What follows belongs to an exercise in optimizing a design on an open flow for small area and few clock cycles per item; a production flow would make more cautious choices.
In this exercise RTL edits were held to simulation tests only and were not proved equivalent to the original.
Power is estimated from default activity; no workload was simulated.

### flow/standard.sh
#!/bin/bash
# synth_recipe.tcl (not shown) runs the flow's synth.tcl, then flattens the netlist and writes it again
# the make line also repeats each setting of config.mk as NAME=value (left out here)
make -C /OpenROAD-flow-scripts/flow DESIGN_CONFIG=/design/flow/config.mk WORK_HOME=/design/flow/orfs CLKGATE_MAP_FILE= SYNTH_SCRIPT=/design/flow/synth_recipe.tcl "${@:-finish}"
### flow/config.mk
export PLATFORM = sky130hd
export DESIGN_NAME = lb_top
export DESIGN_NICKNAME = lb_top
export VERILOG_FILES = /design/flow/design.v
export SDC_FILE = /design/flow/constraint.sdc
export NUM_CORES = 4
export LEC_CHECK = 0
export CAP_MARGIN = 20
export CORE_AREA = 2 2 478 68
export CTS_BUF_LIST = sky130_fd_sc_hd__clkbuf_16
export CTS_CLUSTER_DIAMETER = 70
export CTS_CLUSTER_SIZE = 26
export DIE_AREA = 0 0 480 70
export SLEW_MARGIN = 20
### flow/flow/run.sh
#!/bin/bash
# standard layout, with the smallest buffer on every port instead of the
# resizer's default pick
set -o pipefail
cp standard.sh standard.sh.txt
export BUFFER_PORTS_ARGS="-buffer_cell sky130_fd_sc_hd__buf_1"
bash standard.sh > standard.log 2>&1
### flow/design.v
`timescale 1ns/1ps
module lb_lane (
    input  logic                  clk,
    input  logic                  rstn,
    input  logic                  active,
    input  logic                  s_arvalid,
    output logic                  s_arready,
    output logic                  s_rvalid,
    output logic [64-1:0] s_rdata,
    input  logic                  s_rready,
    output logic                  m_arvalid,
    input  logic                  m_arready,
    input  logic                  m_rvalid,
    input  logic [64-1:0] m_rdata
);
    logic                  infl;
    logic                  held;
    logic [64-1:0] buf_q;
    logic                  room;
    logic                  accept;
    logic                  ret;
    assign s_rvalid  = held | m_rvalid;
    assign s_rdata   = held ? buf_q : m_rdata;
    assign ret       = s_rvalid & s_rready;
    assign room      = ~infl | ret;
    assign m_arvalid = s_arvalid & active & room;
    assign s_arready = m_arready & active & room;
    assign accept    = s_arvalid & s_arready;
    always_ff @(posedge clk) begin
        if (!rstn) begin
            infl <= 1'b0;
            held <= 1'b0;
        end else begin
            infl <= accept | (infl & ~ret);
            held <= s_rvalid & ~s_rready;
        end
    end
    always_ff @(posedge clk) begin
        if (!held) begin
            buf_q <= m_rdata;
        end
    end
endmodule
module lb_top (
    input  logic                             clk,
    input  logic                             rstn,
    input  logic [1:0]                       mode,
    input  logic [4-1:0]            s_arvalid,
    input  logic [4*48-1:0] s_araddr,
    output logic [4-1:0]            s_arready,
    output logic [4-1:0]            s_rvalid,
    output logic [4*64-1:0] s_rdata,
    input  logic [4-1:0]            s_rready,
    output logic [4-1:0]            m_arvalid,
    output logic [4*48-1:0] m_araddr,
    input  logic [4-1:0]            m_arready,
    input  logic [4-1:0]            m_rvalid,
    input  logic [4*64-1:0] m_rdata
);
    localparam int nports = 4;
    logic [nports-1:0] active;
    always_comb begin
        case (mode)
            2'd0:    active = '1;
            2'd1:    active = nports'(3);
            default: active = nports'(1);
        endcase
    end
    assign m_araddr = s_araddr;
    for (genvar i = 0; i < nports; i++) begin : g_lane
        lb_lane lane_i (
            .clk       (clk),
            .rstn      (rstn),
            .active    (active[i]),
            .s_arvalid (s_arvalid[i]),
            .s_arready (s_arready[i]),
            .s_rvalid  (s_rvalid[i]),
            .s_rdata   (s_rdata[i*64 +: 64]),
            .s_rready  (s_rready[i]),
            .m_arvalid (m_arvalid[i]),
            .m_arready (m_arready[i]),
            .m_rvalid  (m_rvalid[i]),
            .m_rdata   (m_rdata[i*64 +: 64])
        );
    end
endmodule
### flow/constraint.sdc
create_clock -name core_clock -period 14.0 [get_ports {clk}]
set_input_delay 2.8000 -clock core_clock [delete_from_list [all_inputs] [get_ports {clk}]]
set_output_delay 2.8000 -clock core_clock [all_outputs]
set_load 0.01 [all_outputs]
==> reports/qor.yml, run 1 <==
clock_tree:
  cts_made_buffers: 14
  cts_resized: 0
  cts_setup_buffers: 0
  clk_pin_slew_ns: 0.07
  cts_tree: "built"
  cts_max_level: 1
  root_buffer: "clkbuf_16"
  insertion_delay_ns: 0.48
  hold_buffers: 0
  cts_buffer_depth: 3
  cts_sinks: 264
critical_path:
  crit_arrival_ns: 4.01
  critPathCaptureType: "primary output"
  critPathLaunchType: "primary input"
  cp_top_family: "compound AO/OA/AOI/OAI gates"
  critical_path_class: "primary input to primary output"
  path_buf_inv: 2
  path_common_cell: "buf_1"
  crit_path_cell_trace: "buf_1 -> o21ai_0 -> a2111oi_0 -> buf_1"
  cpPeakStageDelay_ns: 0.70
  path_max_fanout: 3
  crit_required_ns: 11.20
  crit_path_top_delay_cell: "a2111oi_0"
layout:
  final_util_pct: 36.88
  final_layout_size_suffix_gt1_share_pct: 25.58
  final_nets: 1590
  areaGrowthSynthToFinish_pct: 13.25
routing:
  drc_errors: 0
  dr.pass1.iters: 4
  vias_per_cell: 4.302
  drt_iter0_drc: 415
  via_count: 6733
  ant_nets: 0
  wl_per_cell_um: 21.70
  wirelength_um: 33960
timing:
  fmax_mhz: 146.9
  rsz0062_at_grt: "false"
  setup_tns_ns: 0
  maxSlewViolCount: 0
  hold_slack_ns: 0.4757
  finalCritPeriodShare_pct: 48.62
  worst-slew-pin-transition_ns: 0.9360
  fin_crit_ns: 6.807
  finalHoldViolations: 0
  relSlewSlack_pct: 37.60
  finClkSkew_ns: 0.02163
  setup_viol_count_final: 0
floorplanning:
  core_region_area_um2: 31050
  initial_core_util_pct: 32.57
  die_h_um: 70
  die_area_um2: 33600
  dieWidth_um: 480
  core.rowCount: 24
  io_pins: 928
global_routing:
  antenna_found_initial: 2
  grt_first_pass_wirelength_um: 46500
  grt_pass1_vias: 6492
  grt-busiest-layer: "met2"
  grtUsageMet1_pct: 20.55
  grt_start_max_net_pins: 67
  met2_usage_pct: 32.87
  grt_use_total_pct: 19.03
  grt-ovfl-total: 0
  use_met3_pct: 11.59
place:
  port-buffer-count: 543
  dp_hpwl_um: 28710
  gp_congestion: 0.9014
power:
  ir_drop_mv: 0.07148
  p_per_area_nw_per_um2: 129.7
  power.leakage_nw: 4.112
  total_power_mw: 1.486
synthesis:
  avgSynthCellArea_um2: 12.78
  synth_cells: 791
  yosys_warnings: 2
  ys_seq_area_share_pct: 52.26
  synth.net_count: 1259
  synth_seq_cells: 264
  syn_area_um2: 10110
  ys_types: 20
hold_path:
  hold_path.class: "flip-flop to flip-flop"
run:
  max_cap_viol_count: 0
run_status:
  status: "no timing/DRC/antenna violations"
layer usage:
layer / share of wire, % / up-vias
li1: - / 3106
met1: 35 / 3296
met2: 50 / 297
met3: 14 / 30
met4: 0.57 / 4
met5: 0.34 / -
stage by stage:
stage / setup slack (ns) / std cells / area (µm²)
after global routing: 7.108 / 1564 / 11450
final: 7.193 / 1565 / 11450
after CTS: 7.304 / 1564 / 11450
after detailed placement: 7.308 / 1548 / 11040
after floorplan: 7.697 / 791 / 10110
after global placement: 7.378 / 1548 / 11040
flip-flops by register name (all words and copies together) (netlist names):
register and count:
g_lane.lane_i.infl 4, g_lane.lane_i.held 4, g_lane.lane_i.buf_q 256
placed cells by master (no fill, tap or decap):
cell	instances
and2_1	2
or2_2	4
o21ai_0	4
a2111oi_0	2
nand2b_1	3
a21oi_1	4
clkbuf_16	15
a21boi_0	2
diode_2	1
or3b_2	2
a31o_2	1
and4b_1	1
nor3b_1	4
dfxtp_1	260
a31oi_1	1
nand2_1	3
mux2_2	256
buf_4	4
dfxtp_2	4
clkinv_16	1
or3b_1	1
buf_1	543
o2bb2ai_1	2
inv_1	3
layout make-up:
class / count / area (µm²)
flip-flops and latches: 264 / 5290
multi-input cells: 292 / 3122
clock buffers: 15 / 375.4
well taps: 442 / 553.0
clock inverters: 1 / 30.03
inverters: 3 / 11.26
repair buffers: 547 / 2068
diodes: 1 / 2.502
fillers: 3231 / 19600
path summary, 6_finish.rpt:
kind              depth (start not counted)                         end  slack, ns                       start
setup / recovery                          4                m_arvalid[3]       7.19                 s_rready[3]
hold / removal                            1  g_lane[2].lane_i.buf_q[24]       0.48  g_lane[2].lane_i.buf_q[24]
setup reg to reg                          3       g_lane[1].lane_i.infl      12.00       g_lane[1].lane_i.held
hold reg to reg                           1  g_lane[2].lane_i.buf_q[24]       0.48  g_lane[2].lane_i.buf_q[24]
power breakdown:
group | internal, mW | switching [mW]
clock network | 0.197 | 0.249
registers | 0.811 | 0.0151
logic | 0.0959 | 0.117
logic make-up (layout without fill, tap and decap cells):
family	count (synthesis)	after routing	share of synthesized area (%)
buffers and inverters	235	566	16.86
flip-flops	264	264	52.26
AO/OA/AOI/OAI	16	16	1.039
AND/OR/NAND/NOR	20	20	1.324
multiplexers	256	256	28.51
other	0	1	0
cell usage after synthesis:
cell type  instances  area share, %
inv_1              3           0.11
or3b_1             1          0.087
or3b_2             2           0.17
a31o_2             1          0.087
and4b_1            1          0.099
a21oi_1            4           0.20
o21ai_0            4           0.20
or2_2              4           0.25
mux2_2           256             29
o2bb2ai_1          2           0.17
buf_2             19           0.94
and2_1             2           0.12
a31oi_1            1          0.062
buf_4            213             16
nor3b_1            4           0.30
nand2b_1           3           0.19
a2111oi_0          2           0.17
dfxtp_1          264             52
nand2_1            3           0.11
a21boi_0           2           0.15
Testbench counts, summed over its fixed seeds: cycles 4,208, items 4,800.
==> run 2, diff against run 1 <==
==> flow/config.mk (replaced) <==
export PLATFORM = sky130hd
export DESIGN_NAME = lb_top
export DESIGN_NICKNAME = lb_top
export VERILOG_FILES = /design/flow/design.v
export SDC_FILE = /design/flow/constraint.sdc
export NUM_CORES = 4
export LEC_CHECK = 0
export CAP_MARGIN = 20
export CORE_AREA = 2 2 438 108
export CTS_BUF_LIST = sky130_fd_sc_hd__clkbuf_8
export CTS_CLUSTER_DIAMETER = 60
export CTS_CLUSTER_SIZE = 18
export DIE_AREA = 0 0 440 110
export SLEW_MARGIN = 20
==> reports/qor.yml, run 2 <==
timing:
  rsz0062_at_grt: "false"
  maxSlewViolCount: 0  # unchanged
  hold_slack_ns: 0.4825  # +0.006864 ns
  finalCritPeriodShare_pct: 48.55  # -0.069 points
  layout_setup_ws_ns: 7.203  # +0.009700 ns
  worst-slew-pin-transition_ns: 0.9467  # +0.01065 ns
  finalHoldViolations: 0  # unchanged
  fmax_mhz: 147.1  # +0.14%
  setup_viol_count_final: 0  # unchanged
  setup_tns_ns: 0  # unchanged
  finClkSkew_ns: 0.008823  # -0.01281 ns
  relSlewSlack_pct: 36.89  # -0.71 points
  fin_crit_ns: 6.797  # -0.009700 ns
clock_tree:
  cts_max_level: 1  # unchanged
  cts_made_buffers: 18  # +4
  cts_tree: "built"
  clk_pin_slew_ns: 0.11  # +0.04 ns
  insertion_delay_ns: 0.54  # +0.06 ns
  hold_buffers: 0  # unchanged
  cts_resized: 0  # unchanged
  root_buffer: "clkbuf_8"
  cts_setup_buffers: 0  # unchanged
  cts_buffer_depth: 3  # unchanged
  cts_sinks: 264  # unchanged
global_routing:
  grt_start_max_net_pins: 67  # unchanged
  grt_pass1_vias: 6561  # +1.1%
  grt_use_total_pct: 14.11  # -4.9 points
  grt-ovfl-total: 0  # unchanged
  grt_first_pass_wirelength_um: 47980  # +3.2%
  antenna_found_initial: 4  # +2
critical_path:
  r2r_cells: 2  # -1
  path_common_cell: "buf_1"
  ff2ff_setup_slack_ns: 12.01  # about the same
  crit_required_ns: 11.20  # about the same
  crit_path_top_delay_cell: "a2111oi_0"
  cpPeakStageDelay_ns: 0.49  # -0.21 ns
  critPathCaptureType: "primary output"
  crit_path_cell_trace: "buf_1 -> o21ai_0 -> a2111oi_0 -> buf_1"
  critical_path_class: "primary input to primary output"
  path_max_fanout: 3  # unchanged
  path_buf_inv: 2  # unchanged
  crit_cells: 4  # unchanged
  critPathLaunchType: "primary input"
  regToRegStartpoint: "g_lane[0].lane_i.held"
  r2r_end: "g_lane[0].lane_i.buf_q[8]"
  crit_arrival_ns: 4.00  # about the same
  cp_top_family: "compound AO/OA/AOI/OAI gates"
place:
  port-buffer-count: 543  # unchanged
  place_ws_ns: 7.287  # -0.02143 ns
  dp_cells: 1726  # +11%
  gp_congestion: 0.9794  # +8.7%
  dp_hpwl_um: 32100  # +12%
layout:
  stdcell_count: 1751  # +12%
  largestRegisters: "g_lane.lane_i.buf_q: 256 flops, g_lane.lane_i.held: 4 flops, g_lane.lane_i.infl: 4 flops"
  final_common_cell: "buf_1"
  seqCellArea_um2: 5290  # unchanged
  fillers: 4865  # +51%
  final_nets: 1594  # +0.25%
  regMostFlops: "g_lane.lane_i.buf_q"
  layout_common_cells: "buf_1, dfxtp_1, mux2_2"
  areaGrowthSynthToFinish_pct: 14.22
  multi_input_area_um2: 3122  # unchanged
  largest_register_ffs: 256  # unchanged
  final_layout_size_suffix_gt1_share_pct: 25.82  # +0.24 points
routing:
  drc_errors: 0  # unchanged
  drt_iter0_drc: 464  # +12%
  wl_per_cell_um: 21.77  # +0.33%
  wirelength_um: 38120  # +12%
  vias_per_cell: 3.979  # -7.5%
  dr.pass1.iters: 4  # unchanged
  via_count: 6968  # +3.5%
  ant_nets: 0  # unchanged
synthesis:
  synth-main-ff-cell: "dfxtp_1"
  synth_seq_cells: 264  # unchanged
  netlist_top_cells_area: "dfxtp_1, mux2_2, buf_4, buf_2, nor3b_1"
  synthTopCellsByCount: "dfxtp_1, mux2_2, buf_4, buf_2"
  synth_top_cell_area_share_pct: 52.26  # unchanged
  avgSynthCellArea_um2: 12.78  # unchanged
  synth_edf_count: 0  # unchanged
  async_flop_share_pct: 0  # unchanged
  yosysTopAreaCell: "dfxtp_1"
  ys_seq_area_share_pct: 52.26  # unchanged
  ys_types: 20  # unchanged
  syn_area_um2: 10110  # unchanged
  synth_cells: 791  # unchanged
  synth.net_count: 1259  # unchanged
  synth.most_common_cell: "dfxtp_1"
  yosys_warnings: 2  # unchanged
floorplanning:
  core.rowCount: 38  # +58%
  die_area_um2: 48400  # +44%
  die_h_um: 110  # +57%
  initial_core_util_pct: 22.46  # -10 points
  core_region_area_um2: 45030  # +45%
  dieWidth_um: 440  # -8.3%
  io_pins: 928  # unchanged
hold_path:
  hold_path.startpoint: "g_lane[0].lane_i.buf_q[27]"
  hold_path_depth: 1  # unchanged
  hold_path.class: "flip-flop to flip-flop"
  holdPathEnd: "g_lane[0].lane_i.buf_q[27]"
power:
  ir_drop_mv: 0.04825  # -33%
  p_per_area_nw_per_um2: 122.7  # -5.5%
  power.leakage_nw: 4.058  # -1.3%
run:
  max_cap_viol_count: 0  # unchanged
run_status:
  status: "no timing/DRC/antenna violations"
## run 2: worst reg2reg max path: cells and delay by family, from the launching register on
family / cells / cell delay, ns
mux: 1 / 0.48
flops: 1 / 0.81
buf+inv: 1 / 0.59
## run 2: how the worst max path moves through the flow
stage                      startpoint  slack [ns]      endpoint
after floorplan               mode[1]        7.70  m_arvalid[2]
after global placement    s_rready[2]        7.28  s_arready[2]
after detailed placement  s_rready[2]        7.29  s_arready[2]
after CTS                 s_rready[2]        7.28  s_arready[2]
after global routing      s_rready[2]        7.14  s_arready[2]
final                     s_rready[3]        7.20  m_arvalid[3]
## run 2: area by class of cell
| class | instances | area share [%] |
|---|---|---|
| flip-flops and latches | 264 | 45.80 |
| multi-input cells | 292 | 27.03 |
| repair buffers | 547 | 17.91 |
| well taps | 620 | 6.717 |
| clock buffers | 19 | 2.264 |
| clock inverters | 2 | 0.09750 |
| inverters | 3 | 0.09750 |
| diodes | 4 | 0.08666 |
## run 2: power by group
group	switching (mW)	internal [mW]
Combinational	0.130	0.0961
Clock	0.241	0.124
Sequential	0.0141	0.811
Total	0.385	1.03
## run 2: cell families after synthesis
family                 after synthesis  synth area share [%]
AND/OR/NAND/NOR                     20                 1.324
multiplexers                       256                 28.51
flip-flops                         264                 52.26
AO/OA/AOI/OAI                       16                 1.039
buffers and inverters              235                 16.86
## run 2: metal layers
metal	routed length [µm]	vias up	global-route usage (%)
li1	-	3123	-
met1	13480	3486	15.41
met2	19670	307	24.29
met3	4116	50	7.195
met4	837	2	4.159
met5	13	-	0
## run 2: per-stage QoR
step                total power, mW  util, %  area, µm²
floorplan                     1.021        -      10110
global placement              1.064    25.02      11270
detailed placement            1.070    25.02      11270
CTS                           1.436    25.63      11540
global route                  1.486    25.65      11550
finish                        1.417    25.65      11550
==> run 3, diff against run 2 <==
--- a/flow/config.mk
+++ b/flow/config.mk
@@ -7,8 +7,8 @@
 export LEC_CHECK = 0
 export CAP_MARGIN = 20
 export CORE_AREA = 2 2 438 108
-export CTS_BUF_LIST = sky130_fd_sc_hd__clkbuf_8
-export CTS_CLUSTER_DIAMETER = 60
-export CTS_CLUSTER_SIZE = 18
+export CTS_BUF_LIST = sky130_fd_sc_hd__clkbuf_16
+export CTS_CLUSTER_DIAMETER = 80
+export CTS_CLUSTER_SIZE = 30
 export DIE_AREA = 0 0 440 110
 export SLEW_MARGIN = 20
==> reports/qor.yml, run 3 <==
run_status:
  status: "no timing/DRC/antenna violations"
timing:
  relSlewSlack_pct: 39.00  # +2.1 points
  setup_viol_count_final: 0  # unchanged
  finClkSkew_ns: 0.01507  # +0.006252 ns
  rsz0062_at_grt: "false"
  finalCritPeriodShare_pct: 48.26  # -0.29 points
  worst-slew-pin-transition_ns: 0.9150  # -0.03175 ns
  fin_crit_ns: 6.757  # -0.04037 ns
  layout_setup_ws_ns: 7.243  # +0.04037 ns
  maxSlewViolCount: 0  # unchanged
  fmax_mhz: 148.0  # +0.60%
  setup_tns_ns: 0  # unchanged
  finalHoldViolations: 0  # unchanged
critical_path:
  cp_top_family: "compound AO/OA/AOI/OAI gates"
  critical_path_class: "primary input to primary output"
  path_common_cell: "buf_1"
  crit_path_cell_trace: "buf_1 -> o21ai_0 -> a2111oi_0 -> buf_1"
  crit_required_ns: 11.20  # about the same
  crit_arrival_ns: 3.96  # -0.04 ns
  cpPeakStageDelay_ns: 0.50  # about the same
  path_max_fanout: 3  # unchanged
  critPathCaptureType: "primary output"
  ff2ff_setup_slack_ns: 12.01  # about the same
  crit_path_top_delay_cell: "a2111oi_0"
  critPathLaunchType: "primary input"
  path_buf_inv: 2  # unchanged
power:
  p_per_area_nw_per_um2: 125.3  # +2.1%
  seq_power_share_pct: 56.7  # -1.5 points
  ir_drop_mv: 0.06132  # +27%
  p_int_mw: 1.076  # +4.4%
  switching_share_pct: 25.99  # -1.2 points
  p_comb_share_pct: 15.5  # -0.5 points
  power.leakage_nw: 4.080  # +0.55%
  clkPwrFrac_pct: 27.8  # +2.0 points
  total_power_mw: 1.454  # +2.7%
  p_sw_mw: 0.3779  # -1.9%
synthesis:
  async_flop_share_pct: 0  # unchanged
  synth_seq_cells: 264  # unchanged
  synth.most_common_cell: "dfxtp_1"
  synth.net_count: 1259  # unchanged
  synth_edf_count: 0  # unchanged
  netlist_top_cells_area: "dfxtp_1, mux2_2, buf_4, buf_2, nor3b_1"
  synthTopCellsByCount: "dfxtp_1, mux2_2, buf_4, buf_2"
  syn_area_um2: 10110  # unchanged
  avgSynthCellArea_um2: 12.78  # unchanged
  ys_types: 20  # unchanged
  synth_top_cell_area_share_pct: 52.26  # unchanged
  yosysTopAreaCell: "dfxtp_1"
  yosys_warnings: 2  # unchanged
  ys_seq_area_share_pct: 52.26  # unchanged
  synth_cells: 791  # unchanged
  synth-main-ff-cell: "dfxtp_1"
global_routing:
  grt_first_pass_wirelength_um: 47600  # -0.79%
  grt_start_max_net_pins: 67  # unchanged
  grt-ovfl-total: 0  # unchanged
  grt_use_total_pct: 14.02  # -0.086 points
  antenna_found_initial: 4  # unchanged
  grt_pass1_vias: 6534  # -0.41%
floorplanning:
  die_area_um2: 48400  # unchanged
  core_region_area_um2: 45030  # unchanged
  dieWidth_um: 440  # unchanged
  die_h_um: 110  # unchanged
  core.rowCount: 38  # unchanged
  io_pins: 928  # unchanged
  initial_core_util_pct: 22.46  # unchanged
clock_tree:
  cts_tree: "built"
  root_buffer: "clkbuf_16"
  clk_pin_slew_ns: 0.11  # about the same
  cts_sinks: 264  # unchanged
  insertion_delay_ns: 0.49  # -0.05 ns
  hold_buffers: 0  # unchanged
  cts_resized: 0  # unchanged
  cts_made_buffers: 12  # -6
  cts_setup_buffers: 0  # unchanged
  cts_max_level: 1  # unchanged
  cts_buffer_depth: 3  # unchanged
layout:
  final_nets: 1588  # -0.38%
  regMostFlops: "g_lane.lane_i.buf_q"
  final_layout_size_suffix_gt1_share_pct: 25.45  # -0.37 points
  areaGrowthSynthToFinish_pct: 14.80
  layout_common_cells: "buf_1, dfxtp_1, mux2_2"
  design_area_um2: 11610  # +0.51%
  final_common_cell: "buf_1"
  largestRegisters: "g_lane.lane_i.buf_q: 256 flops, g_lane.lane_i.held: 4 flops, g_lane.lane_i.infl: 4 flops"
  largest_register_ffs: 256  # unchanged
  fillers: 4853  # -0.25%
routing:
  ant_nets: 0  # unchanged
  vias_per_cell: 3.960  # -0.48%
  dr.pass1.iters: 4  # unchanged
  drt_iter0_drc: 428  # -7.8%
  wirelength_um: 37820  # -0.81%
  wl_per_cell_um: 21.70  # -0.35%
  via_count: 6903  # -0.93%
  drc_errors: 0  # unchanged
place:
  place_area_um2: 11270  # unchanged
  gp_congestion: 0.9794  # unchanged
  port-buffer-count: 543  # unchanged
  dp_hpwl_um: 32100  # unchanged
  place_ws_ns: 7.287  # unchanged
hold_path:
  hold_path.class: "flip-flop to flip-flop"
run:
  max_cap_viol_count: 0  # unchanged
[run 3: cell counts after synthesis]
Identical to the previous run, type by type.
[run 3: worst register-to-register path, stage by stage, from the launching register on]
cell and delay, ns:
dfxtp_2 0.81, buf_4 0.58, mux2_2 0.48
[run 3: cell type report]
type / count / area (µm²) / share of cell area (%)
clock inverters: 1 / 8.758 / 0.07545
multi-input cells: 292 / 3122 / 26.89
repair buffers: 547 / 2068 / 17.82
diodes: 3 / 7.507 / 0.06467
inverters: 3 / 11.26 / 0.09700
well taps: 620 / 775.7 / 6.682
flip-flops and latches: 264 / 5290 / 45.57
clock buffers: 13 / 325.3 / 2.802
[run 3: worst paths after layout]
check,startpoint,endpoint,cells after the start
max,s_rready[3],m_arvalid[3],4
min,g_lane[3].lane_i.buf_q[48],g_lane[3].lane_i.buf_q[48],1
max reg2reg,g_lane[0].lane_i.held,g_lane[0].lane_i.buf_q[29],2
min reg2reg,g_lane[3].lane_i.buf_q[48],g_lane[3].lane_i.buf_q[48],1
[run 3: power by group through the flow]
stage               logic (mW)  registers [mW]  clock network (mW)
floorplan                0.184           0.836                   0
global placement         0.224           0.840                   0
detailed placement       0.227           0.843                   0
CTS                      0.228           0.826               0.423
global route             0.241           0.832               0.451
finish                   0.226           0.825               0.404
[run 3: cells by family (layout without fill, tap and decap cells)]
family                 Yosys count  count (layout)  share of synthesized area (%)
AOI/OAI and AO/OA               16              16                          1.039
DFF                            264             264                          52.26
muxes                          256             256                          28.51
and+or+nand+nor                 20              20                          1.324
other                            0               3                              0
buffers and inverters          235             564                          16.86
[run 3: per-stage QoR]
| step | cells | hold slack (ns) | utilization [%] |
|---|---|---|---|
| finish | 1743 | 0.4835 | 25.78 |
| global route | 1743 | 0.4969 | 25.78 |
| CTS | 1740 | 0.4851 | 25.77 |
| detailed placement | 1726 | 0.4576 | 25.02 |
| global placement | 1726 | 0.4534 | 25.02 |
| floorplan | 791 | 0.4829 | - |
[run 3: layer usage]
metal | track usage [%] | vias up | part of all wire (%)
li1 | - | 3103 | -
met1 | 15.36 | 3430 | 35
met2 | 24.08 | 320 | 51
met3 | 7.129 | 48 | 11
met4 | 4.207 | 2 | 2.2
met5 | 0 | - | 0.034
==> run 4, diff against run 3 <==
==> flow/run.sh (new file) <==
#!/bin/bash
# synth_recipe.tcl (not shown) runs the flow's synth.tcl, then flattens the netlist and writes it again
# the make line also repeats each setting of config.mk as NAME=value (left out here)
make -C /OpenROAD-flow-scripts/flow DESIGN_CONFIG=/design/flow/config.mk WORK_HOME=/design/flow/orfs CLKGATE_MAP_FILE= SYNTH_SCRIPT=/design/flow/synth_recipe.tcl finish
removed: flow/flow/run.sh
removed: flow/standard.sh
==> reports/qor.yml, run 4 <==
timing:
  maxSlewViolCount: 0  # unchanged
  worst-slew-pin-transition_ns: 0.9538  # +0.03885 ns
  relSlewSlack_pct: 36.41  # -2.6 points
  finalCritPeriodShare_pct: 54.85  # +6.6 points
  fmax_mhz: 130.2  # -12%
  setup_viol_count_final: 0  # unchanged
  rsz0062_at_grt: "false"
  fin_crit_ns: 7.679  # +0.9223 ns
  setup_tns_ns: 0  # unchanged
  finalHoldViolations: 0  # unchanged
  finClkSkew_ns: 0.02440  # +0.009327 ns
critical_path:
  critPathLaunchType: "primary input"
  critPathCaptureType: "primary output"
  crit_path_cell_trace: "clkdlybuf4s50_1 -> o21ai_0 -> a2111oi_0 -> clkdlybuf4s50_1"
  cpPeakStageDelay_ns: 0.65  # +0.15 ns
  crit_path_top_delay_cell: "clkdlybuf4s50_1"
  path_max_fanout: 3  # unchanged
  crit_arrival_ns: 4.88  # +0.92 ns
  crit_required_ns: 11.20  # about the same
  critical_path_class: "primary input to primary output"
  path_common_cell: "clkdlybuf4s50_1"
  ff2ff_setup_slack_ns: 12.03  # +0.02 ns
clock_tree:
  cts_tree: "built"
  cts_setup_buffers: 0  # unchanged
  cts_buffer_depth: 3  # unchanged
  cts_resized: 0  # unchanged
  cts_max_level: 1  # unchanged
  insertion_delay_ns: 0.50  # about the same
  cts_made_buffers: 12  # unchanged
  hold_buffers: 0  # unchanged
  cts_sinks: 264  # unchanged
  root_buffer: "clkbuf_16"
  clk_pin_slew_ns: 0.12  # about the same
global_routing:
  antenna_found_initial: 5  # +1
  grt_use_total_pct: 15.39  # +1.4 points
  grt_pass1_vias: 6858  # +5.0%
  grt_start_max_net_pins: 66  # -1.5%
  grt_first_pass_wirelength_um: 52610  # +11%
  grt-ovfl-total: 0  # unchanged
layout:
  largest_register_ffs: 256  # unchanged
  regMostFlops: "g_lane.lane_i.buf_q"
  areaGrowthSynthToFinish_pct: 48.47
  fillers: 4458  # -8.1%
  stdcell_count: 1746  # +0.17%
  multi_input_area_um2: 3122  # unchanged
  layout_common_cells: "clkdlybuf4s50_1, dfxtp_1, mux2_2"
  seqCellArea_um2: 5290  # unchanged
  final_common_cell: "clkdlybuf4s50_1"
  final_layout_size_suffix_gt1_share_pct: 25.45  # unchanged
  largestRegisters: "g_lane.lane_i.buf_q: 256 flops, g_lane.lane_i.held: 4 flops, g_lane.lane_i.infl: 4 flops"
  final_nets: 1588  # unchanged
routing:
  dr.pass1.iters: 4  # unchanged
  wl_met2_um: 21760  # +12%
  drc_errors: 0  # unchanged
  route.top_layer_used: "met4"
  wl_met3_um: 4153  # -4.0%
  ant_nets: 0  # unchanged
  drt_iter0_drc: 371  # -13%
  vias_per_cell: 3.922  # -0.98%
  wl_met1_um: 13890  # +5.3%
  via_count: 6847  # -0.81%
  wirelength_um: 40520  # +7.1%
  wl_per_cell_um: 23.20  # +7.0%
synthesis:
  syn_area_um2: 10110  # unchanged
  synth_cells: 791  # unchanged
  yosysTopAreaCell: "dfxtp_1"
  netlist_top_cells_area: "dfxtp_1, mux2_2, buf_4, buf_2, nor3b_1"
  yosys_warnings: 2  # unchanged
  async_flop_share_pct: 0  # unchanged
  avgSynthCellArea_um2: 12.78  # unchanged
  synth_top_cell_area_share_pct: 52.26  # unchanged
  ys_seq_area_share_pct: 52.26  # unchanged
  synth-main-ff-cell: "dfxtp_1"
  synthTopCellsByCount: "dfxtp_1, mux2_2, buf_4, buf_2"
  ys_types: 20  # unchanged
  synth_seq_cells: 264  # unchanged
  synth.most_common_cell: "dfxtp_1"
  synth_edf_count: 0  # unchanged
  synth.net_count: 1259  # unchanged
floorplanning:
  core_region_area_um2: 45030  # unchanged
  io_pins: 928  # unchanged
  core.rowCount: 38  # unchanged
  die_h_um: 110  # unchanged
  initial_core_util_pct: 22.46  # unchanged
  dieWidth_um: 440  # unchanged
  die_area_um2: 48400  # unchanged
hold_path:
  hold_path.class: "flip-flop to flip-flop"
run:
  max_cap_viol_count: 0  # unchanged
place:
  dp_hpwl_um: 33810  # +5.3%
  port-buffer-count: 543  # unchanged
  dp_cells: 1726  # unchanged
  gp_congestion: 0.9192  # -6.1%
power:
  power.leakage_nw: 5.561  # +36%
  ir_drop_mv: 0.06425  # +4.8%
  p_per_area_nw_per_um2: 106.0  # -15%
run_status:
  status: "no timing/DRC/antenna violations"
==> run 4: area by class of cell <==
class                   count  area share [%]
inverters                   3         0.07501
clock inverters             1         0.05834
repair buffers            547           36.40
clock buffers              13           2.167
multi-input cells         292           20.79
flip-flops and latches    264           35.24
diodes                      6          0.1000
well taps                 620           5.167
==> run 4: worst max-delay path: cells and delay by family <==
family          cells  cell delay, ns
compound gates      2            0.84
buf+inv             2            1.23
==> run 4: metrics by stage <==
stage | total power, mW | setup WS (ns) | hold slack [ns] | util, % | area, µm²
2_1_floorplan | 1.021 | 7.697 | 0.4829 | - | 10110
3_3_place_gp | 1.190 | 6.464 | 0.4543 | 32.57 | 14660
3_5_place_dp | 1.196 | 6.401 | 0.4577 | 32.57 | 14660
4_1_cts | 1.613 | 6.396 | 0.4863 | 33.31 | 15000
5_1_grt | 1.658 | 6.248 | 0.4974 | 33.32 | 15000
6_report | 1.591 | 6.321 | 0.4832 | 33.34 | 15010
==> run 4: cells by family after synthesis <==
family          synth area share, %
flops                         52.26
mux                           28.51
buf+inv                       16.86
simple gates                  1.324
compound gates                1.039
==> run 4: routing by layer <==
| metal | track usage [%] | vias to the layer above |
|---|---|---|
| met3 | 7.580 | 51 |
| met4 | 3.571 | 0 |
| met2 | 28.47 | 286 |
| li1 | - | 3111 |
| met5 | 0 | - |
| met1 | 15.89 | 3399 |
==> run 4: path summary, 6_finish.rpt <==
kind | from | end | cells past startpoint
worst max-delay path | s_rready[3] | m_arvalid[3] | 4
worst max register to register | g_lane[0].lane_i.held | g_lane[0].lane_i.buf_q[5] | 2
worst min register to register | g_lane[0].lane_i.buf_q[0] | g_lane[0].lane_i.buf_q[0] | 1
worst min-delay path | g_lane[0].lane_i.buf_q[0] | g_lane[0].lane_i.buf_q[0] | 1
==> run 4: report_power, final <==
part	internal, mW	switching [mW]
Sequential	0.811	0.0138
Combinational	0.220	0.131
Clock	0.170	0.246
Total	1.20	0.390
==> run 5, diff against run 4 <==
==> flow/flow/run.sh (new file) <==
#!/bin/bash
# standard layout, with the smallest buffer on every port instead of the
# resizer's default pick, and the synthesized 2:1 muxes taken down to the
# smallest drive strength before placement (later repair can size them up)
set -eo pipefail
cp standard.sh standard.sh.txt
export BUFFER_PORTS_ARGS="-buffer_cell sky130_fd_sc_hd__buf_1"
bash standard.sh floorplan > standard_floorplan.log 2>&1
openroad -no_init -exit flow/downsize.tcl > downsize.log 2>&1
bash standard.sh > standard.log 2>&1
==> flow/flow/downsize.tcl (new file) <==
# swap every mux2_2 for mux2_1 (same pins, smaller cell) in the floorplan database
set odb_file orfs/results/sky130hd/lb_top/base/2_floorplan.odb
read_db $odb_file
set db [ord::get_db]
set small [$db findMaster sky130_fd_sc_hd__mux2_1]
set n 0
foreach inst [[[$db getChip] getBlock] getInsts] {
  if {[[$inst getMaster] getName] eq "sky130_fd_sc_hd__mux2_2"} {
    $inst swapMaster $small
    incr n
  }
}
puts "swapped $n mux2_2 for mux2_1"
write_db $odb_file
==> flow/standard.sh (new file) <==
#!/bin/bash
# synth_recipe.tcl (not shown) runs the flow's synth.tcl, then flattens the netlist and writes it again
# the make line also repeats each setting of config.mk as NAME=value (left out here)
make -C /OpenROAD-flow-scripts/flow DESIGN_CONFIG=/design/flow/config.mk WORK_HOME=/design/flow/orfs CLKGATE_MAP_FILE= SYNTH_SCRIPT=/design/flow/synth_recipe.tcl "${@:-finish}"
--- a/flow/config.mk
+++ b/flow/config.mk
@@ -8,7 +8,7 @@
 export CAP_MARGIN = 20
 export CORE_AREA = 2 2 438 108
 export CTS_BUF_LIST = sky130_fd_sc_hd__clkbuf_16
-export CTS_CLUSTER_DIAMETER = 80
-export CTS_CLUSTER_SIZE = 30
+export CTS_CLUSTER_DIAMETER = 70
+export CTS_CLUSTER_SIZE = 26
 export DIE_AREA = 0 0 440 110
 export SLEW_MARGIN = 20
removed: flow/run.sh
==> reports/qor.yml, run 5 <==
place:
  dp_hpwl_um: 36890  # +9.1%
  port-buffer-count: 543  # unchanged
  gp_congestion: 0.9871  # +7.4%
critical_path:
  crit_required_ns: 11.20  # about the same
  path_common_cell: "buf_1"
  cpPeakStageDelay_ns: 0.54  # -0.11 ns
  critPathLaunchType: "primary input"
  path_buf_inv: 2  # unchanged
  crit_path_top_delay_cell: "a2111oi_0"
  critPathCaptureType: "primary output"
  cp_top_family: "compound AO/OA/AOI/OAI gates"
  critical_path_class: "primary input to primary output"
  crit_path_cell_trace: "buf_1 -> o21ai_0 -> a2111oi_0 -> buf_1"
  crit_arrival_ns: 4.03  # -0.85 ns
  path_max_fanout: 3  # unchanged
layout:
  final_common_cell: "buf_1"
  largestRegisters: "g_lane.lane_i.buf_q: 256 flops, g_lane.lane_i.held: 4 flops, g_lane.lane_i.infl: 4 flops"
  regMostFlops: "g_lane.lane_i.buf_q"
  final_layout_size_suffix_gt1_share_pct: 2.850  # -23 points
  fillers: 4829  # +8.3%
  layout_common_cells: "buf_1, dfxtp_1, mux2_1"
  largest_register_ffs: 256  # unchanged
  final_nets: 1590  # +0.13%
  seqCellArea_um2: 5290  # unchanged
  areaGrowthSynthToFinish_pct: 15.55
  multi_input_area_um2: 3122  # unchanged
synthesis:
  yosysTopAreaCell: "dfxtp_1"
  yosys_warnings: 2  # unchanged
  synth-main-ff-cell: "dfxtp_1"
  synth_seq_cells: 264  # unchanged
  synthTopCellsByCount: "dfxtp_1, mux2_2, buf_4, buf_2"
  synth_top_cell_area_share_pct: 52.26  # unchanged
  ys_seq_area_share_pct: 52.26  # unchanged
  netlist_top_cells_area: "dfxtp_1, mux2_2, buf_4, buf_2, nor3b_1"
  avgSynthCellArea_um2: 12.78  # unchanged
  synth_edf_count: 0  # unchanged
  synth.most_common_cell: "dfxtp_1"
  syn_area_um2: 10110  # unchanged
  ys_types: 20  # unchanged
  synth_cells: 791  # unchanged
  synth.net_count: 1259  # unchanged
  async_flop_share_pct: 0  # unchanged
floorplanning:
  dieWidth_um: 440  # unchanged
  die_h_um: 110  # unchanged
  die_area_um2: 48400  # unchanged
  core.rowCount: 38  # unchanged
  io_pins: 928  # unchanged
  core_region_area_um2: 45030  # unchanged
  initial_core_util_pct: 22.46  # unchanged
global_routing:
  grt_use_total_pct: 16.35  # +0.96 points
  grt_start_max_net_pins: 68  # +3.0%
  grt-ovfl-total: 0  # unchanged
  grt_pass1_vias: 6921  # +0.92%
  antenna_found_initial: 11  # +6
  grt_first_pass_wirelength_um: 54430  # +3.5%
timing:
  worst-slew-pin-transition_ns: 0.9944  # +0.04055 ns
  finalHoldViolations: 0  # unchanged
  hold_slack_ns: 0.4695  # -0.01375 ns
  relSlewSlack_pct: 33.71  # -2.7 points
  finClkSkew_ns: 0.02272  # -0.001679 ns
  setup_viol_count_final: 0  # unchanged
  fmax_mhz: 146.4  # +12%
  rsz0062_at_grt: "false"
  maxSlewViolCount: 0  # unchanged
  setup_tns_ns: 0  # unchanged
  finalCritPeriodShare_pct: 48.78  # -6.1 points
  fin_crit_ns: 6.829  # -0.8503 ns
clock_tree:
  cts_max_level: 1  # unchanged
  cts_made_buffers: 14  # +2
  insertion_delay_ns: 0.50  # about the same
  root_buffer: "clkbuf_16"
  cts_resized: 0  # unchanged
  hold_buffers: 0  # unchanged
  cts_buffer_depth: 3  # unchanged
  cts_sinks: 264  # unchanged
  clk_pin_slew_ns: 0.10  # -0.02 ns
  cts_setup_buffers: 0  # unchanged
  cts_tree: "built"
routing:
  vias_per_cell: 3.975  # +1.4%
  wl_per_cell_um: 24.59  # +6.0%
  drc_errors: 0  # unchanged
  ant_nets: 0  # unchanged
  wirelength_um: 43010  # +6.2%
  via_count: 6953  # +1.5%
  drt_iter0_drc: 426  # +15%
  dr.pass1.iters: 4  # unchanged
power:
  power.leakage_nw: 4.184  # -25%
  ir_drop_mv: 0.06034  # -6.1%
  p_comb_share_pct: 14.6  # -7.4 points
  clkPwrFrac_pct: 30.2  # +4.1 points
  switching_share_pct: 27.16  # +2.6 points
  p_per_area_nw_per_um2: 128.0  # +21%
  seq_power_share_pct: 55.2  # +3.4 points
  p_int_mw: 1.090  # -9.2%
  p_sw_mw: 0.4064  # +4.1%
run:
  max_cap_viol_count: 0  # unchanged
hold_path:
  hold_path.class: "flip-flop to flip-flop"
run_status:
  status: "no timing/DRC/antenna violations"
-- run 5: cell type report --
cell class,instances,share of cell area (%)
diodes,6,0.1285
clock buffers,15,3.212
clock inverters,2,0.2356
inverters,3,0.09637
multi-input cells,292,26.72
flip-flops and latches,264,45.27
well taps,620,6.639
repair buffers,547,17.70
-- run 5: kinds of logic (layout without fill, tap and decap cells) --
logic type | Yosys count | in the layout | synth area share (%)
compound gates | 16 | 16 | 1.039
buf+inv | 235 | 567 | 16.86
flops | 264 | 264 | 52.26
mux | 256 | 256 | 28.51
other cells | 0 | 6 | 0
simple gates | 20 | 20 | 1.324
-- run 5: path summary, 6_finish.rpt --
check             depth (start not counted)  slack (ns)                          to                        from
setup / recovery                          4        7.17                m_arvalid[3]                 s_rready[3]
hold / removal                            1        0.47  g_lane[2].lane_i.buf_q[52]  g_lane[2].lane_i.buf_q[52]
setup reg to reg                          2       12.08  g_lane[3].lane_i.buf_q[36]       g_lane[3].lane_i.held
hold reg to reg                           1        0.47  g_lane[2].lane_i.buf_q[52]  g_lane[2].lane_i.buf_q[52]
-- run 5: worst reg2reg max path: cells and delay by family, from the launching register on --
family	cells	cell delay (ns)
DFF	1	0.55
muxes	1	0.48
buffers and inverters	1	0.74
-- run 5: stage by stage --
step	utilization (%)	total power, mW	setup WS, ns	instance area, µm²	instances
after floorplan	-	1.021	7.697	10110	791
after global placement	25.02	1.057	7.119	11270	1726
after detailed placement	25.02	1.063	7.151	11270	1726
after CTS	25.92	1.521	7.146	11670	1743
after global routing	25.93	1.563	7.030	11670	1745
final	25.95	1.496	7.171	11690	1749
-- run 5: power by group through the flow --
stage               registers, mW  logic (mW)  clock network, mW
finish                      0.825       0.219              0.452
global route                0.832       0.234              0.498
CTS                         0.826       0.220              0.474
detailed placement          0.844       0.219                  0
global placement            0.841       0.216                  0
floorplan                   0.836       0.184                  0
-- run 5: per-layer routing --
layer	GRT usage, %	wire (µm)	share of wire, %	up-vias
met5	0.2016	34	0.079	-
met4	4.477	919	2.1	6
met3	7.447	4588	11	66
met2	26.17	20490	48	286
met1	19.94	16980	39	3479
li1	-	-	-	3116
==> run 6, diff against run 5 <==
--- a/flow/design.v
+++ b/flow/design.v
@@ -4,11 +4,13 @@
     input  logic                  rstn,
     input  logic                  active,
     input  logic                  s_arvalid,
+    input  logic [48-1:0] s_araddr,
     output logic                  s_arready,
     output logic                  s_rvalid,
     output logic [64-1:0] s_rdata,
     input  logic                  s_rready,
     output logic                  m_arvalid,
+    output logic [48-1:0] m_araddr,
     input  logic                  m_arready,
     input  logic                  m_rvalid,
     input  logic [64-1:0] m_rdata
@@ -18,21 +20,33 @@
     logic [64-1:0] buf_q;
     logic                  room;
     logic                  accept;
+    logic                  issue;
+    logic                  req_v;
+    logic [48-1:0] req_a;
     logic                  ret;
     assign s_rvalid  = held | m_rvalid;
     assign s_rdata   = held ? buf_q : m_rdata;
     assign ret       = s_rvalid & s_rready;
     assign room      = ~infl | ret;
-    assign m_arvalid = s_arvalid & active & room;
-    assign s_arready = m_arready & active & room;
+    assign m_arvalid = req_v & active & room;
+    assign m_araddr  = req_a;
+    assign issue     = m_arvalid & m_arready;
+    assign s_arready = ~req_v | issue;
     assign accept    = s_arvalid & s_arready;
     always_ff @(posedge clk) begin
         if (!rstn) begin
+            req_v <= 1'b0;
             infl <= 1'b0;
             held <= 1'b0;
         end else begin
-            infl <= accept | (infl & ~ret);
+            req_v <= accept | (req_v & ~issue);
+            infl  <= issue | (infl & ~ret);
             held <= s_rvalid & ~s_rready;
+        end
+    end
+    always_ff @(posedge clk) begin
+        if (accept) begin
+            req_a <= s_araddr;
         end
     end
     always_ff @(posedge clk) begin
@@ -66,18 +80,19 @@
             default: active = nports'(1);
         endcase
     end
-    assign m_araddr = s_araddr;
     for (genvar i = 0; i < nports; i++) begin : g_lane
         lb_lane lane_i (
             .clk       (clk),
             .rstn      (rstn),
             .active    (active[i]),
             .s_arvalid (s_arvalid[i]),
+            .s_araddr  (s_araddr[i*48 +: 48]),
             .s_arready (s_arready[i]),
             .s_rvalid  (s_rvalid[i]),
             .s_rdata   (s_rdata[i*64 +: 64]),
             .s_rready  (s_rready[i]),
             .m_arvalid (m_arvalid[i]),
+            .m_araddr  (m_araddr[i*48 +: 48]),
             .m_arready (m_arready[i]),
             .m_rvalid  (m_rvalid[i]),
             .m_rdata   (m_rdata[i*64 +: 64])
==> flow/flow/run.sh (replaced) <==
#!/bin/bash
# standard layout, with the smallest buffer on every port instead of the
# resizer's default pick
set -o pipefail
cp standard.sh standard.sh.txt
export BUFFER_PORTS_ARGS="-buffer_cell sky130_fd_sc_hd__buf_1"
bash standard.sh > standard.log 2>&1
--- a/flow/config.mk
+++ b/flow/config.mk
@@ -6,9 +6,9 @@
 export NUM_CORES = 4
 export LEC_CHECK = 0
 export CAP_MARGIN = 20
-export CORE_AREA = 2 2 438 108
+export CORE_AREA = 2 2 458 118
 export CTS_BUF_LIST = sky130_fd_sc_hd__clkbuf_16
 export CTS_CLUSTER_DIAMETER = 70
 export CTS_CLUSTER_SIZE = 26
-export DIE_AREA = 0 0 440 110
+export DIE_AREA = 0 0 460 120
 export SLEW_MARGIN = 20
removed: flow/flow/downsize.tcl
==> reports/qor.yml, run 6 <==
timing:
  maxSlewViolCount: 0  # unchanged
  fin_crit_ns: 6.684  # -0.1451 ns
  finalCritPeriodShare_pct: 47.74  # -1.0 points
  finClkSkew_ns: 0.01397  # -0.008757 ns
  setup_tns_ns: 0  # unchanged
  fmax_mhz: 149.6  # +2.2%
  rsz0062_at_grt: "false"
  setup_viol_count_final: 0  # unchanged
  worst-slew-pin-transition_ns: 1.025  # +0.03058 ns
  relSlewSlack_pct: 31.67  # -2.0 points
  finalHoldViolations: 0  # unchanged
  layout_setup_ws_ns: 7.316  # +0.1451 ns
power:
  power.leakage_nw: 6.644  # +59%
  total_power_mw: 2.604  # +74%
  p_per_area_nw_per_um2: 134.2  # +4.8%
  ir_drop_mv: 0.06579  # +9.0%
synthesis:
  synthTopCellsByCount: "dfxtp_1, mux2_2, edfxtp_1, buf_2, buf_4"
  synth_cells: 814  # +2.9%
  yosysTopAreaCell: "edfxtp_1"
  synth.most_common_cell: "dfxtp_1"
  synth-main-ff-cell: "dfxtp_1"
  yosys_warnings: 2  # unchanged
  synth_seq_cells: 460  # +74%
  avgSynthCellArea_um2: 17.93  # +40%
  syn_area_um2: 14590  # +44%
  async_flop_share_pct: 0  # unchanged
  synth_top_cell_area_share_pct: 39.51  # -13 points
  synth.net_count: 1282  # +1.8%
  ys_seq_area_share_pct: 76.28  # +24 points
  netlist_top_cells_area: "edfxtp_1, dfxtp_1, mux2_2, buf_2, buf_4"
  synth_edf_count: 192  # +192
  ys_types: 25  # +25%
critical_path:
  critical_path_class: "primary input to primary output"
  cpPeakStageDelay_ns: 0.37  # -0.17 ns
  r2r_cells: 5  # +3
  crit_path_top_delay_cell: "o21ai_0"
  crit_required_ns: 11.20  # about the same
  critPathCaptureType: "primary output"
  crit_arrival_ns: 3.88  # -0.15 ns
  path_max_fanout: 3  # unchanged
  ff2ff_setup_slack_ns: 10.89  # -1.19 ns
  r2r_end: "g_lane[2].lane_i.req_a[30]"
  critPathLaunchType: "primary input"
  regToRegStartpoint: "g_lane[2].lane_i.held"
  crit_path_cell_trace: "buf_1 -> o21ai_0 -> and2_1 -> o21ai_0 -> buf_1"
layout:
  final_layout_size_suffix_gt1_share_pct: 17.23  # +14 points
  fillers: 5330  # +10%
  final_util_pct: 37.30  # +11 points
  seqCellArea_um2: 11140  # +110%
  final_nets: 2198  # +38%
  largestRegisters: "g_lane.lane_i.buf_q: 256 flops, g_lane.lane_i.req_a: 192 flops"
  multi_input_area_um2: 3211  # +2.8%
  areaGrowthSynthToFinish_pct: 32.98
  final_common_cell: "buf_1"
  largest_register_ffs: 256  # unchanged
  layout_common_cells: "buf_1, dfxtp_1, mux2_2"
  regMostFlops: "g_lane.lane_i.buf_q"
floorplanning:
  die_h_um: 120  # +9.1%
  core.rowCount: 42  # +11%
  initial_core_util_pct: 28.05  # +5.6 points
  io_pins: 928  # unchanged
  dieWidth_um: 460  # +4.5%
  die_area_um2: 55200  # +14%
  core_region_area_um2: 52020  # +16%
global_routing:
  grt_start_max_net_pins: 67  # -1.5%
  grt_pass1_vias: 10040  # +45%
  antenna_found_initial: 28  # +17
  grt-ovfl-total: 0  # unchanged
  grt_use_total_pct: 25.31  # +9.0 points
  grt_first_pass_wirelength_um: 92460  # +70%
hold_path:
  hold_path.class: "flip-flop to flip-flop"
  holdPathEnd: "g_lane[2].lane_i.buf_q[36]"
  hold_path_depth: 1  # unchanged
  hold_path.startpoint: "g_lane[2].lane_i.buf_q[36]"
clock_tree:
  clk_pin_slew_ns: 0.10  # about the same
  cts_sinks: 460  # +74%
  cts_max_level: 1  # unchanged
  cts_buffer_depth: 3  # unchanged
  cts_tree: "built"
  root_buffer: "clkbuf_16"
  insertion_delay_ns: 0.58  # +0.08 ns
  cts_resized: 0  # unchanged
  cts_made_buffers: 21  # +7
  hold_buffers: 0  # unchanged
  cts_setup_buffers: 0  # unchanged
run_status:
  status: "no timing/DRC/antenna violations"
routing:
  route.top_layer_used: "met5"
  drc_errors: 0  # unchanged
  vias_per_cell: 4.402  # +11%
  via_count: 10820  # +56%
  wl_met3_um: 6952  # +52%
  wl_per_cell_um: 29.69  # +21%
  dr.pass1.iters: 5  # +1
  drt_iter0_drc: 923  # +120%
  wl_met1_um: 34570  # +100%
  ant_nets: 0  # unchanged
  wirelength_um: 73010  # +70%
  wl_met2_um: 30680  # +50%
run:
  max_cap_viol_count: 0  # unchanged
place:
  gp_congestion: 1.018  # +3.1%
  port-buffer-count: 927  # +71%
  place_ws_ns: 7.236  # +0.08526 ns
  dp_hpwl_um: 61990  # +68%
==> run 6: cell types whose count changed in the layout (fill, tap and decap cells not counted), sizes merged, moves of 3 or more <==
cell    previous run  this run
dfxtp            264       268
and2               2         7
diode              6        14
edfxtp             0       192
nor2               0         3
nor3b              4         1
a21boi             2         7
and3b              0         3
clkbuf            15        21
inv                4        18
nand2              3         6
buf              547       934
==> run 6: final cells by class <==
type / count / area share, %
flip-flops and latches: 460 / 57.41
clock inverters: 13 / 0.2966
clock buffers: 21 / 2.708
repair buffers: 934 / 18.20
multi-input cells: 307 / 16.55
well taps: 704 / 4.539
inverters: 6 / 0.1161
diodes: 14 / 0.1805
==> run 6: power breakdown <==
part	switching [mW]	total (mW)	internal [mW]
registers	0.0297	1.53	1.50
clock network	0.449	0.727	0.279
logic	0.226	0.349	0.123
total	0.705	2.60	1.90
==> run 6: layer usage <==
metal | global-route usage [%] | vias to the layer above
li1 | - | 4774
met1 | 36.77 | 5647
met2 | 35.43 | 318
met3 | 10.68 | 69
met4 | 2.981 | 16
met5 | 0 | -
==> run 6: worst max-delay path by stage <==
stage	start	end	slack, ns
2_1_floorplan	mode[1]	s_arready[2]	7.68
3_3_place_gp	s_rready[1]	s_arready[1]	7.24
3_5_place_dp	s_rready[1]	s_arready[1]	7.24
4_1_cts	s_rready[1]	s_arready[1]	7.24
5_1_grt	s_rready[1]	s_arready[1]	7.21
6_report	s_rready[1]	s_arready[1]	7.32
==> run 6: per-stage QoR <==
stage	cells	hold WS, ns	area, µm²
3_5_place_dp	2411	0.4568	18790
2_1_floorplan	814	0.4507	14590
4_1_cts	2445	0.4811	19370
5_1_grt	2447	0.4889	19370
6_report	2459	0.4808	19400
3_3_place_gp	2411	0.4532	18790
==> run 6: kinds of logic after synthesis <==
group	count (synthesis)	synth area share (%)
DFF	460	76.28
muxes	256	19.75
buffers and inverters	47	1.758
and+or+nand+nor	32	1.295
AOI/OAI and AO/OA	19	0.9174
==> run 6: worst max-delay path, delay by kind of cell <==
kind | cells | cell delay [ns]
buffers and inverters | 2 | 0.29
AOI/OAI and AO/OA | 2 | 0.53
and+or+nand+nor | 1 | 0.26
Testbench counts of run 6, summed over its fixed seeds: cycles 4,216, items 4,800.
==> run 7, diff against run 6 <==
--- a/flow/design.v
+++ b/flow/design.v
@@ -15,19 +15,24 @@
     input  logic                  m_rvalid,
     input  logic [64-1:0] m_rdata
 );
-    logic                  infl;
-    logic                  held;
-    logic [64-1:0] buf_q;
+    logic                  infl_1;
+    logic                  infl_2;
+    logic                  head_v;
+    logic                  tail_v;
+    logic [64-1:0] head_q;
+    logic [64-1:0] tail_q;
+    logic [64-1:0] tail_or_chan;
     logic                  room;
     logic                  accept;
     logic                  issue;
     logic                  req_v;
     logic [48-1:0] req_a;
     logic                  ret;
-    assign s_rvalid  = held | m_rvalid;
-    assign s_rdata   = held ? buf_q : m_rdata;
-    assign ret       = s_rvalid & s_rready;
-    assign room      = ~infl | ret;
+    assign tail_or_chan = tail_v ? tail_q : m_rdata;
+    assign s_rdata      = head_v ? head_q : tail_or_chan;
+    assign s_rvalid     = head_v | tail_v | m_rvalid;
+    assign ret          = s_rvalid & s_rready;
+    assign room      = (~infl_2 | ret) & ~tail_v & ~(head_v & m_rvalid);
     assign m_arvalid = req_v & active & room;
     assign m_araddr  = req_a;
     assign issue     = m_arvalid & m_arready;
@@ -35,13 +40,22 @@
     assign accept    = s_arvalid & s_arready;
     always_ff @(posedge clk) begin
         if (!rstn) begin
-            req_v <= 1'b0;
-            infl <= 1'b0;
-            held <= 1'b0;
+            req_v  <= 1'b0;
+            infl_1 <= 1'b0;
+            infl_2 <= 1'b0;
+            head_v <= 1'b0;
+            tail_v <= 1'b0;
         end else begin
             req_v <= accept | (req_v & ~issue);
-            infl  <= issue | (infl & ~ret);
-            held <= s_rvalid & ~s_rready;
+            if (issue & ~ret) begin
+                infl_1 <= 1'b1;
+                infl_2 <= infl_1;
+            end else if (ret & ~issue) begin
+                infl_1 <= infl_2;
+                infl_2 <= 1'b0;
+            end
+            head_v <= s_rvalid & ~s_rready;
+            tail_v <= head_v & (tail_v | m_rvalid);
         end
     end
     always_ff @(posedge clk) begin
@@ -50,9 +64,8 @@
         end
     end
     always_ff @(posedge clk) begin
-        if (!held) begin
-            buf_q <= m_rdata;
-        end
+        head_q <= s_rdata;
+        tail_q <= tail_or_chan;
     end
 endmodule
 module lb_top (
==> reports/qor.yml, run 7 <==
layout:
  stdcell_count: 3019  # +23%
  final_common_cell: "buf_1"
  largestRegisters: "g_lane.lane_i.head_q: 256 flops, g_lane.lane_i.tail_q: 256 flops, g_lane.lane_i.req_a: 192 flops"
  final_nets: 2770  # +26%
  areaGrowthSynthToFinish_pct: 21.07
  final_util_pct: 54.87  # +18 points
  final_layout_size_suffix_gt1_share_pct: 23.89  # +6.7 points
  layout_common_cells: "buf_1, dfxtp_1, mux2_2"
routing:
  via_count: 14220  # +31%
  vias_per_cell: 4.709  # +7.0%
  dr.pass1.iters: 5  # unchanged
  wirelength_um: 61010  # -16%
  drc_errors: 0  # unchanged
  drt_iter0_drc: 920  # -0.33%
  wl_per_cell_um: 20.21  # -32%
  ant_nets: 0  # unchanged
synthesis:
  synthTopCellsByCount: "dfxtp_1, mux2_2, edfxtp_1, mux2_4, buf_2"
  yosys_warnings: 2  # unchanged
  async_flop_share_pct: 0  # unchanged
  synth_top_cell_area_share_pct: 45.17  # +5.7 points
  synth_edf_count: 192  # unchanged
  syn_area_um2: 23580  # +62%
  synth_seq_cells: 724  # +57%
  ys_seq_area_share_pct: 69.62  # -6.7 points
  synth.net_count: 1870  # +46%
  synth_cells: 1398  # +72%
  ys_types: 39  # +56%
  synth-main-ff-cell: "dfxtp_1"
  avgSynthCellArea_um2: 16.87  # -5.9%
  yosysTopAreaCell: "dfxtp_1"
  netlist_top_cells_area: "dfxtp_1, edfxtp_1, mux2_2, mux2_4, mux2_1"
  synth.most_common_cell: "dfxtp_1"
timing:
  fmax_mhz: 144.6  # -3.3%
  rsz0062_at_grt: "false"
  setup_tns_ns: 0  # unchanged
  maxSlewViolCount: 0  # unchanged
  fin_crit_ns: 6.915  # +0.2310 ns
  relSlewSlack_pct: 30.51  # -1.2 points
  setup_viol_count_final: 0  # unchanged
  finalHoldViolations: 0  # unchanged
  worst-slew-pin-transition_ns: 1.042  # +0.01739 ns
  layout_setup_ws_ns: 7.085  # -0.2310 ns
  finClkSkew_ns: 0.01819  # +0.004221 ns
  finalCritPeriodShare_pct: 49.39  # +1.6 points
critical_path:
  critical_path_class: "primary input to primary output"
  crit_arrival_ns: 4.11  # +0.23 ns
  crit_path_cell_trace: "buf_1 -> or3b_1 -> a221oi_2 -> a21bo_2 -> buf_1"
  cpPeakStageDelay_ns: 0.41  # +0.04 ns
  path_common_cell: "buf_1"
  crit_required_ns: 11.20  # about the same
  crit_path_top_delay_cell: "a221oi_2"
  path_max_fanout: 5  # +2
  path_buf_inv: 2  # unchanged
  critPathCaptureType: "primary output"
  cp_top_family: "compound AO/OA/AOI/OAI gates"
  critPathLaunchType: "primary input"
power:
  ir_drop_mv: 0.08937  # +36%
  power.leakage_nw: 10.43  # +57%
  total_power_mw: 3.822  # +47%
  p_per_area_nw_per_um2: 133.9  # -0.21%
clock_tree:
  hold_buffers: 0  # unchanged
  cts_made_buffers: 31  # +48%
  root_buffer: "clkbuf_16"
  cts_buffer_depth: 3  # unchanged
  cts_setup_buffers: 0  # unchanged
  cts_tree: "built"
  cts_max_level: 1  # unchanged
  cts_sinks: 724  # +57%
  clk_pin_slew_ns: 0.10  # about the same
  cts_resized: 0  # unchanged
  insertion_delay_ns: 0.62  # +0.04 ns
global_routing:
  grt_use_total_pct: 21.20  # -4.1 points
  grt_first_pass_wirelength_um: 88190  # -4.6%
  grt_start_max_net_pins: 69  # +3.0%
  grt_pass1_vias: 13980  # +39%
  grt-ovfl-total: 0  # unchanged
  antenna_found_initial: 2  # -93%
floorplanning:
  core.rowCount: 42  # unchanged
  dieWidth_um: 460  # unchanged
  io_pins: 928  # unchanged
  die_h_um: 120  # unchanged
  initial_core_util_pct: 45.32  # +17 points
  core_region_area_um2: 52020  # unchanged
  die_area_um2: 55200  # unchanged
place:
  dp_hpwl_um: 46560  # -25%
  gp_congestion: 0.8235  # -19%
  port-buffer-count: 927  # unchanged
  place_ws_ns: 7.095  # -0.1407 ns
  dp_cells: 2967  # +23%
hold_path:
  hold_path.class: "flip-flop to flip-flop"
run_status:
  status: "no timing/DRC/antenna violations"
run:
  max_cap_viol_count: 0  # unchanged
==> run 7: cell types whose count changed in the layout (fill, tap and decap cells not counted), moves of 5 or more <==
cell	change
mux2_2	+148
a21boi_0	-7
clkbuf_16	+10
diode_2	-10
mux2_1	+21
mux2_4	+87
dfxtp_1	+260
nand2b_1	+5
nand2_1	+8
==> run 7: final timing paths <==
kind / slack, ns / cells after the start / start / to
worst min-delay path: 0.47 / 1 / g_lane[0].lane_i.tail_q[38] / g_lane[0].lane_i.tail_q[38]
worst max-delay path: 7.09 / 5 / mode[1] / s_arready[1]
worst max register to register: 10.77 / 5 / g_lane[1].lane_i.tail_v / g_lane[1].lane_i.req_a[1]
worst min register to register: 0.47 / 1 / g_lane[0].lane_i.tail_q[38] / g_lane[0].lane_i.tail_q[38]
==> run 7: area by class of cell <==
cell class	instances	area (µm²)
Antenna cell	4	10.01
Clock buffer	31	775.7
Clock inverter	15	82.58
Fill cell	4560	23480
Inverter	6	22.52
Multi-Input combinational cell	597	6749
Sequential cell	724	16440
Tap cell	704	880.8
Timing Repair Buffer	938	3590
==> run 7: cells by family (layout without fill, tap and decap cells) <==
family                     count (synthesis)  in the layout  share of synthesized area [%]
muxes                                    512            512                          25.84
adders and majority gates                  4              4                         0.2123
and+or+nand+nor                           48             48                          1.162
other                                      0              4                              0
DFF                                      724            724                          69.62
AOI/OAI and AO/OA                         33             33                          1.114
buffers and inverters                     77            990                          2.054
==> run 7: report_power, final <==
| part | switching, mW | total [mW] | internal [mW] |
|---|---|---|---|
| Sequential | 0.0457 | 2.35 | 2.31 |
| Clock | 0.633 | 1.05 | 0.421 |
| Combinational | 0.230 | 0.415 | 0.185 |
| Total | 0.908 | 3.82 | 2.91 |
==> run 7: layer usage <==
layer	part of all wire [%]	GRT usage (%)
met1	42	26.44
met2	51	38.03
met3	4.3	4.056
met4	2.3	5.181
met5	0	0
==> run 7: stage by stage <==
step / instance area [µm²] / hold slack [ns]
floorplan: 23580 / 0.4356
global placement: 27640 / 0.4445
detailed placement: 27640 / 0.4485
CTS: 28490 / 0.4725
global route: 28540 / 0.4892
finish: 28550 / 0.4681
Testbench counts of run 7, summed over its fixed seeds: cycles 2,420, items 4,800.

[re-timing with driven ports]
In the flow no input, the clock included, has a driving cell. The finished layouts below were timed again as built, in two steps.
Step 1 assumes that a clkbuf_16 drives the clock port and a buf_2 every other input.
Step 2 also shifts input and output timing later by t, the mid clock arrival at the registers, as if the neighbouring blocks saw the same clock.
a / b / c = ideal / step 1 / step 2; a / b = the first two.
run | t, ns | setup WS [ns] | hold WS [ns] | worst setup path after step 2 | latest minus earliest clock arrival (ns)
run 1 | 0.520 | 7.193 / 7.170 / 7.170 | 0.476 / 0.476 / 0.476 | input to output | 0.031 / 0.032
run 2 | 0.588 | 7.203 / 7.179 / 7.179 | 0.483 / 0.483 / 0.483 | input to output | 0.014 / 0.014
run 3 | 0.534 | 7.243 / 7.220 / 7.220 | 0.483 / 0.483 / 0.483 | input to output | 0.017 / 0.017
run 4 | 0.546 | 6.321 / 6.298 / 6.298 | 0.483 / 0.483 / 0.483 | input to output | 0.027 / 0.027
run 5 | 0.532 | 7.171 / 7.134 / 7.134 | 0.469 / 0.469 / 0.469 | input to output | 0.024 / 0.025
run 6 | 0.627 | 7.316 / 7.103 / 7.103 | 0.481 / 0.481 / 0.481 | input to output | 0.019 / 0.019
run 7 | 0.675 | 7.085 / 7.062 / 7.062 | 0.468 / 0.468 / 0.468 | input to output | 0.020 / 0.019
After both steps setup and hold are still met in every run listed. The setup slack of run 6, which loses most, moves by -0.213 ns with the drivers and by -0.213 ns with both steps.
